This design comes from an exercise in tuning for small area on the open sky130 flow, not from production work. At most, simulation tests tie the RTL to the original design; equivalence was not proved. No driver is modelled on the clock port, so clock power and skew are understated where the tree is cut down; a real chip needs a root buffer or a tree.

==> 12-24 <==
==> flow/design.v (excerpt) <==
module vga_player_top #(
    parameter int H_ACTIVE     = 640,
    parameter int H_FRONT      = 16,
    parameter int H_SYNC       = 96,
    parameter int H_BACK       = 80,
    parameter int V_ACTIVE     = 480,
    parameter int V_FRONT      = 1,
    parameter int V_SYNC       = 3,
    parameter int V_BACK       = 36,
    parameter int FRAME_REPEAT = 3,
    parameter int FRAME_COUNT  = 16
) (
    input  wire                             px_clk,
    input  wire                             rst,
    input  wire [2:0]                       color_on,
    input  wire [2:0]                       color_off,
    input  wire [3:0]                       io_in,
    output logic [3:0]                      qspi,
    output logic [5:0]                      rgb,
    output logic                            hsync,
    output logic                            vsync,
    output logic                            sound_p,
    output logic                            sound_n
);
    localparam int H_TOTAL = H_ACTIVE + H_FRONT + H_SYNC + H_BACK;
    localparam int V_TOTAL = V_ACTIVE + V_FRONT + V_SYNC + V_BACK;
    localparam int H_SYNC_START = H_ACTIVE + H_FRONT;
    localparam int V_SYNC_START = V_ACTIVE + V_FRONT;
    localparam int BANDS = V_ACTIVE / 8;
    function automatic logic geq(input logic [9:0] x, input logic [9:0] c);
        geq = 1'b1;
        for (int i = 0; i < 10; i++) begin
            geq = c[i] ? (x[i] && geq) : (x[i] || geq);
        end
    endfunction
    function automatic logic leq(input logic [9:0] x, input logic [9:0] c);
        leq = 1'b1;
        for (int i = 0; i < 10; i++) begin
            leq = c[i] ? (!x[i] || leq) : (!x[i] && leq);
        end
    endfunction
    logic [9:0] h;
    logic [9:0] vn;
    always_ff @(posedge px_clk) begin
        if (rst) begin
            h  <= '0;
            vn <= 10'd8;
        end else if (h == H_TOTAL - 1) begin
            h <= '0;
            if (vn == V_TOTAL - 1 + 8) begin
                vn <= 10'd8;
            end else begin
                vn <= vn + 1'b1;
            end
        end else begin
            h <= h + 1'b1;
        end
  ...
==> flow/config.mk <==
export PLATFORM = sky130hd
export DESIGN_NAME = vga_player_top
export DESIGN_NICKNAME = vga_player_top
export VERILOG_FILES = /design/flow/design.v
export SDC_FILE = /design/flow/constraint.sdc
export NUM_CORES = 4
export LEC_CHECK = 0
export CAP_MARGIN = 20
export CORE_MARGIN = 2
export CORE_UTILIZATION = 75
export SLEW_MARGIN = 20
==> flow/constraint.sdc <==
create_clock -name core_clock -period 31.75 [get_ports {px_clk}]
set_input_delay 6.3500 -clock core_clock [delete_from_list [all_inputs] [get_ports {px_clk}]]
set_output_delay 6.3500 -clock core_clock [all_outputs]
set_load 0.01 [all_outputs]
standard.sh (not shown) runs the stock make flow with config.mk's settings and CLKGATE_MAP_FILE= SYNTH_SCRIPT=/design/flow/synth_recipe.tcl, a recipe that flattens the netlist after the stock synthesis.
==> flow/flow/run.sh <==
#!/bin/bash
# The standard ORFS layout (standard.sh) with these changes:
#  - synthesis: ABC runs flow/abc_area_opt.script, an area-oriented script,
#    in place of ORFS's abc_speed.script, and adders are left to ABC instead
#    of being mapped to ha/fa cells (ADDER_MAP_FILE empty). Everything else
#    in synthesis (the -nofsm -noshare synth, flip-flop mapping, flattening,
#    renaming) is the standard flow's own synth_recipe.tcl, so the registers are the same.
#  - after floorplan, logic cells are swapped to the smallest cell of their
#    family (flow/downsize.tcl); placement's repair_design resizes as needed.
#  - port buffers are buf_1.
#  - clock tree of clkbuf_16 only, without dummy loads.
# Each ORFS step logs to orfs/logs/...; make's output goes to standard.log.
set -e
HERE=$(pwd)
rm -rf "$HERE/orfs_scripts"
cp -r "$FLOW_HOME/scripts" "$HERE/orfs_scripts"
cp "$HERE/flow/abc_area_opt.script" "$HERE/orfs_scripts/abc_speed.script"
export SCRIPTS_DIR="$HERE/orfs_scripts"
export ADDER_MAP_FILE=
export POST_FLOORPLAN_TCL="$HERE/flow/downsize.tcl"
export BUFFER_PORTS_ARGS="-buffer_cell sky130_fd_sc_hd__buf_1"
export CTS_ARGS="-sink_clustering_enable -repair_clock_nets -buf_list sky130_fd_sc_hd__clkbuf_16 -sink_clustering_size 30 -sink_clustering_max_diameter 80 -dont_use_dummy_load"
bash standard.sh > standard.log 2>&1
==> flow/flow/abc_area_opt.script <==
&get -n
&st
&dch
&nf -a
&st
&syn2
&if -g -K 6
&synch2
&nf -a
&st
&syn2
&if -g -K 6
&synch2
&nf -a
&st
&syn2
&if -g -K 6
&synch2
&nf -a
&st
&dch
&nf -a
&put
mfs2
strash
&get -n
&st
&dch
&nf -a
&put
mfs2
strash
&get -n
&st
&dch
&nf -a
&put
topo
Other scripts of this flow, unchanged in this note and not shown: flow/flow/downsize.tcl
==> 12-10: changes against 12-24 <==
--- a/flow/design.v
+++ b/flow/design.v
@@ -48,47 +48,52 @@
         for (int i = 0; i < 10; i++) begin
             leq = c[i] ? (!x[i] || leq) : (!x[i] && leq);
         end
     endfunction
     logic [9:0] h;
-    logic [9:0] vn;
+    logic       blank;
+    logic [5:0] bq;
+    logic [2:0] ln;
+    wire line_end    = h == H_TOTAL - 1;
+    wire active_end  = !blank && bq == 6'(BANDS) && ln == 3'd7;
+    wire frame_end   = blank && bq == 6'((V_TOTAL - V_ACTIVE) / 8 - 1) && ln == 3'd7;
     always_ff @(posedge px_clk) begin
         if (rst) begin
-            h  <= '0;
-            vn <= 10'd8;
-        end else if (h == H_TOTAL - 1) begin
             h <= '0;
-            if (vn == V_TOTAL - 1 + 8) begin
-                vn <= 10'd8;
+            {blank, bq, ln} <= {1'b0, 6'd1, 3'd0};
+        end else if (line_end) begin
+            h <= '0;
+            if (frame_end) begin
+                {blank, bq, ln} <= {1'b0, 6'd1, 3'd0};
+            end else if (active_end) begin
+                {blank, bq, ln} <= {1'b1, 6'd0, 3'd0};
             end else begin
-                vn <= vn + 1'b1;
+                {bq, ln} <= {bq, ln} + 1'b1;
             end
         end else begin
             h <= h + 1'b1;
         end
     end
-    wire [6:0] bandn = vn[9:3];
-    wire       active = leq(h, 10'(H_ACTIVE - 1)) && leq(vn, 10'(V_ACTIVE + 7));
+    wire active = leq(h, 10'(H_ACTIVE - 1)) && !blank;
     logic [3:0] frame_idx;
     logic [1:0] repeat_idx;
     always_ff @(posedge px_clk) begin
         if (rst) begin
             repeat_idx <= '0;
             frame_idx  <= '0;
-        end else if (h == H_TOTAL - 1 && vn == V_ACTIVE - 1 + 8) begin
+        end else if (line_end && active_end) begin
             if (repeat_idx == FRAME_REPEAT - 1) begin
                 repeat_idx <= '0;
                 frame_idx  <= frame_idx + 1'b1;
             end else begin
                 repeat_idx <= repeat_idx + 1'b1;
             end
         end
     end
-    wire read_line = vn[2:0] == 3'd0 && (leq(vn, 10'(8 * BANDS - 1)) || bandn == 7'(BANDS + 1));
-    wire is480 = bandn == 7'(BANDS + 1);
-    wire [5:0] bn = is480 ? 6'd0 : bandn[5:0];
-    wire [9:0] row_num = {8'({frame_idx, 4'd0} - frame_idx + bn[5:2]), bn[1:0]};
+    wire read_line = ln == 3'd0 && (blank ? bq == 6'd0 : bq != 6'(BANDS));
+    wire [5:0] bn = bq;
+    wire [9:0] row_num = 10'(frame_idx * 6'd60) + 10'(bn);
     logic out_bit;
     always_comb begin
         case (h[4:0])
             5'd2:  out_bit = vga_player_pkg::READ_CMD[7];
             5'd3:  out_bit = vga_player_pkg::READ_CMD[6];
@@ -120,66 +125,69 @@
         || geq(h, 10'd47) && leq(h, 10'd50) && repeat_idx[0]
         || geq(h, 10'd51) && leq(h, 10'd54) && repeat_idx[1]);
     logic [19:0] cache [4];
     logic [19:0] disp [4];
     logic        valid;
-    wire xfer_line = vn[2:0] == 3'd7 && leq(vn, 10'(8 * BANDS + 15));
+    wire xfer_line = ln == 3'd7 && (!blank || bq == 6'd0);
     wire xfer = xfer_line && geq(h, 10'd651) && leq(h, 10'd670);
     wire rot  = leq(h, 10'(H_ACTIVE - 1)) && h[4:0] == 5'd31;
     always_ff @(posedge px_clk) begin
         for (int k = 0; k < 4; k++) begin
             cache[k] <= {cap_pix ? io_in[3-k] : cache[k][0], cache[k][19:1]};
             if (xfer || rot) begin
                 disp[k] <= {xfer ? cache[k][0] : disp[k][0], disp[k][19:1]};
             end
         end
     end
-    wire pix_on = active && (valid || !vn[3]) && disp[h[4:3]][0];
+    wire pix_on = active && (valid || bq[1]) && disp[h[4:3]][0];
     logic [2:0] rgb_q;
     always_ff @(posedge px_clk) begin
         if (rst) begin
             rgb_q   <= color_off;
         end else begin
             rgb_q   <= pix_on ? color_on : color_off;
         end
     end
     assign rgb   = {{2{rgb_q[2]}}, {2{rgb_q[1]}}, {2{rgb_q[0]}}};
     assign hsync = !(geq(h, 10'(H_SYNC_START + 1)) && leq(h, 10'(H_SYNC_START + H_SYNC)));
-    assign vsync = !(h == 10'd0 ? geq(vn, 10'(V_SYNC_START + 9)) && leq(vn, 10'(V_SYNC_START + V_SYNC + 8))
-                                : geq(vn, 10'(V_SYNC_START + 8)) && leq(vn, 10'(V_SYNC_START + V_SYNC + 7)));
+    assign vsync = !(blank && bq == 6'd0 && (h == 10'd0 ? ln >= 3'd2 && ln <= 3'd4
+                                                        : ln >= 3'd1 && ln <= 3'd3));
     logic [3:0] sring [4];
     logic [1:0] lring [4];
     logic [7:0] threshold_n;
     logic       sound_q;
-    wire low_load   = vn[2:0] == 3'd0 && leq(vn, 10'(8 * BANDS + 7)) && (h == 10'd1 || h == 10'd2);
-    wire high_load  = vn[2:0] == 3'd4 && (leq(vn, 10'(8 * BANDS - 4)) || vn[9:3] == 7'(V_TOTAL / 8))
+    wire low_load   = ln == 3'd0 && !blank && (h == 10'd1 || h == 10'd2);
+    wire high_load  = ln == 3'd4 && (blank ? bq == 6'd4 : bq != 6'(BANDS))
         && (h == 10'd3 || h == 10'd4);
-    wire sound_load = h == 10'd0 && vn[2:0] == 3'd0 && leq(vn, 10'(8 * BANDS + 7));
-    wire half_band  = h == 10'd0 && vn[2:0] == 3'd4;
+    wire sound_load = h == 10'd0 && ln == 3'd0 && !blank;
+    wire half_band  = h == 10'd0 && ln == 3'd4;
     wire [7:0] word_l = {lring[0][1], lring[1][1], lring[2][1], lring[3][1],
                          lring[0][0], lring[1][0], lring[2][0], lring[3][0]};
     always_ff @(posedge px_clk) begin
         for (int k = 0; k < 4; k++) begin
             sring[k] <= {cap_sound ? io_in[3-k] : sring[k][0], sring[k][3:1]};
             lring[k] <= {low_load || high_load ? sring[k][0] : lring[k][0], lring[k][1]};
         end
     end
-    wire [7:0] counter = {2'(h[7:6] + vn[1:0]), h[5:0]};
+    wire [1:0] counter_hi = 2'(h[7:6] + ln[1:0]);
+    wire [7:0] threshold = ~threshold_n;
+    wire below = counter_hi < threshold[7:6]
+        || counter_hi == threshold[7:6] && h[5:0] < threshold[5:0];
     always_ff @(posedge px_clk) begin
         if (sound_load || half_band) begin
             threshold_n <= ~word_l;
         end
     end
     always_ff @(posedge px_clk) begin
         if (rst) begin
             valid   <= 1'b0;
             sound_q <= 1'b0;
         end else begin
-            if (h == 10'd0 && !vn[3]) begin
+            if (h == 10'd0 && bq[1]) begin
                 valid <= 1'b1;
             end
-            sound_q <= valid && counter < ~threshold_n;
+            sound_q <= valid && below;
         end
     end
     assign sound_p = sound_q;
     assign sound_n = !sound_q;
 endmodule
==> flow/flow/run.sh (replaced) <==
#!/bin/bash
# The standard ORFS layout (standard.sh) with these changes:
#  - synthesis: ABC runs flow/abc_area_opt.script, an area-oriented script,
#    in place of ORFS's abc_speed.script, and adders are left to ABC instead
#    of being mapped to ha/fa cells (ADDER_MAP_FILE empty). Everything else
#    in synthesis (the -nofsm -noshare synth, flip-flop mapping, flattening,
#    renaming) is the standard flow's own synth_recipe.tcl, so the registers are the same.
#  - after floorplan, logic cells are swapped to the smallest cell of their
#    family (flow/downsize.tcl); placement's repair_design resizes as needed.
#  - port buffers are buf_1 (every port still gets its own buffer).
#  - clock tree of clkbuf_16 only, clusters of up to 28 registers, without
#    dummy loads; after CTS the middle tree level is removed
#    (flow/cts_flatten.tcl), so the clock port drives one root buffer that
#    drives every leaf buffer.
# Each ORFS step logs to orfs/logs/...; make's output goes to standard.log.
set -e
HERE=$(pwd)
rm -rf "$HERE/orfs_scripts"
cp -r "$FLOW_HOME/scripts" "$HERE/orfs_scripts"
cp "$HERE/flow/abc_area_opt.script" "$HERE/orfs_scripts/abc_speed.script"
export SCRIPTS_DIR="$HERE/orfs_scripts"
export ADDER_MAP_FILE=
export POST_FLOORPLAN_TCL="$HERE/flow/downsize.tcl"
export BUFFER_PORTS_ARGS="-buffer_cell sky130_fd_sc_hd__buf_1"
export POST_CTS_TCL="$HERE/flow/cts_flatten.tcl"
export CTS_ARGS="-sink_clustering_enable -repair_clock_nets -buf_list sky130_fd_sc_hd__clkbuf_16 -sink_clustering_size 28 -sink_clustering_max_diameter 100 -dont_use_dummy_load"
bash standard.sh > standard.log 2>&1
--- a/flow/flow/abc_area_opt.script
+++ b/flow/flow/abc_area_opt.script
@@ -32,7 +32,15 @@
 strash
 &get -n
 &st
 &dch
 &nf -a
+&nf -a -R 1000
+&put
+mfs2
+strash
+&get -n
+&st
+&dch
+&nf -a -R 1000
 &put
 topo
==> flow/flow/cts_flatten.tcl (new file) <==
# After CTS: remove the clock tree's middle levels, so the root buffer (the
# only cell the clock port drives) feeds every leaf buffer directly. A
# buffer is bypassed when its output drives only other buffers and its input
# is not the clock port's net: its loads move to its input net, then the
# buffer and its output net are deleted.
set block [ord::get_db_block]
set clk_net [$block findNet px_clk]
proc is_buf {inst} {
  return [string match "sky130_fd_sc_hd__clkbuf_*" [[$inst getMaster] getName]]
}
proc out_iterm {inst} {
  foreach it [$inst getITerms] {
    if {[$it isOutputSignal]} { return $it }
  }
  return NULL
}
proc in_iterm {inst} {
  foreach it [$inst getITerms] {
    if {[$it isInputSignal]} { return $it }
  }
  return NULL
}
set changed 1
set removed 0
while {$changed} {
  set changed 0
  foreach inst [$block getInsts] {
    if {![is_buf $inst]} { continue }
    set oit [out_iterm $inst]
    set iit [in_iterm $inst]
    if {$oit eq "NULL" || $iit eq "NULL"} { continue }
    set onet [$oit getNet]
    set inet [$iit getNet]
    if {$onet eq "NULL" || $inet eq "NULL"} { continue }
    if {[$inet getName] eq [$clk_net getName]} { continue }
    set only_bufs 1
    set loads {}
    foreach it [$onet getITerms] {
      if {[$it getInst] eq $inst} { continue }
      if {![is_buf [$it getInst]]} { set only_bufs 0 }
      lappend loads $it
    }
    if {!$only_bufs || [llength $loads] == 0} { continue }
    foreach it $loads {
      $it disconnect
      $it connect $inet
    }
    $oit disconnect
    $iit disconnect
    odb::dbInst_destroy $inst
    odb::dbNet_destroy $onet
    incr removed
    set changed 1
    break
  }
}
puts "cts_flatten.tcl: removed $removed clock buffers"
CORE_UTILIZATION = 60   (was 75)
==> results.cfg <==
[power_and_ir_drop]
power_leakage_nw = 2.53
combPwrFrac = 0.027

[sta]
holdWs_ns = 0.330

[worst_setup_path]
crit_fanout = 9
worstPathArrival_ns = 2.56
cp.depth = 12

[finish]
n_clock_buffer = 9
seq_share = 0.732
multi_input_gates = 229

[worst_hold_path]
hold_path_end = cache[3][5]$_DFF_P_

[grt]
grt_pass1_vias = 3228
grtUsageMet3 = 0.0401

[status]
status = no timing/DRC/antenna violations

[place]
dp_hpwl_um = 6290
the above is filed under 12-10

==> results.cfg <==
[worst_setup_path]
worstPathArrival_ns = 3.00
crit_fanout = 11
cp.depth = 8
cp_top_family = compound AO/OA/AOI/OAI gates

[sta]
holdWs_ns = 0.284

[finish]
n_clock_buffer = 11
multi_input_gates = 243
seq_share = 0.718

[status]
status = no timing/DRC/antenna violations

[place]
dp_hpwl_um = 6920

[grt]
grt_pass1_vias = 3796

[worst_hold_path]
hold_path_end = cache[2][7]$_DFF_P_

[power_and_ir_drop]
power_leakage_nw = 2.58
combPwrFrac = 0.017

[synth]
synthAdderAreaFrac = 0.00144

[cts]
root_buffer = clkbuf_16
the above is filed under 12-24

For 12-24, only the layout was checked, not whether the RTL still works.

[static timing again, ports no longer ideal]
The results above use ideal ports. As a check the final layouts listed here were re-extracted and re-timed, cells and wires unchanged.
Step 1 (the two cells are an assumption about what drives the block):
set clk [get_ports {px_clk}]
set_driving_cell -lib_cell sky130_fd_sc_hd__clkbuf_16 $clk
set_driving_cell -lib_cell sky130_fd_sc_hd__buf_2 [delete_from_list [all_inputs] $clk]
Step 2 also shifts input and output timing later by t, the mid clock arrival at the registers, as if the neighbouring blocks saw the same clock.
Slacks: ideal ports / drivers / drivers and shift; pairs: ideal ports / drivers.
run | t, ns | setup WS [ns] | worst slew at a driven data input, ns | cell pins on the clock port's net
12-24 | 0.476 | 22.402 / 22.363 / 22.838 | 0.03 | 1
12-10 | 0.410 | 22.845 / 22.808 / 23.218 | 0.04 | 1
After both steps setup and hold are still met in every run listed.
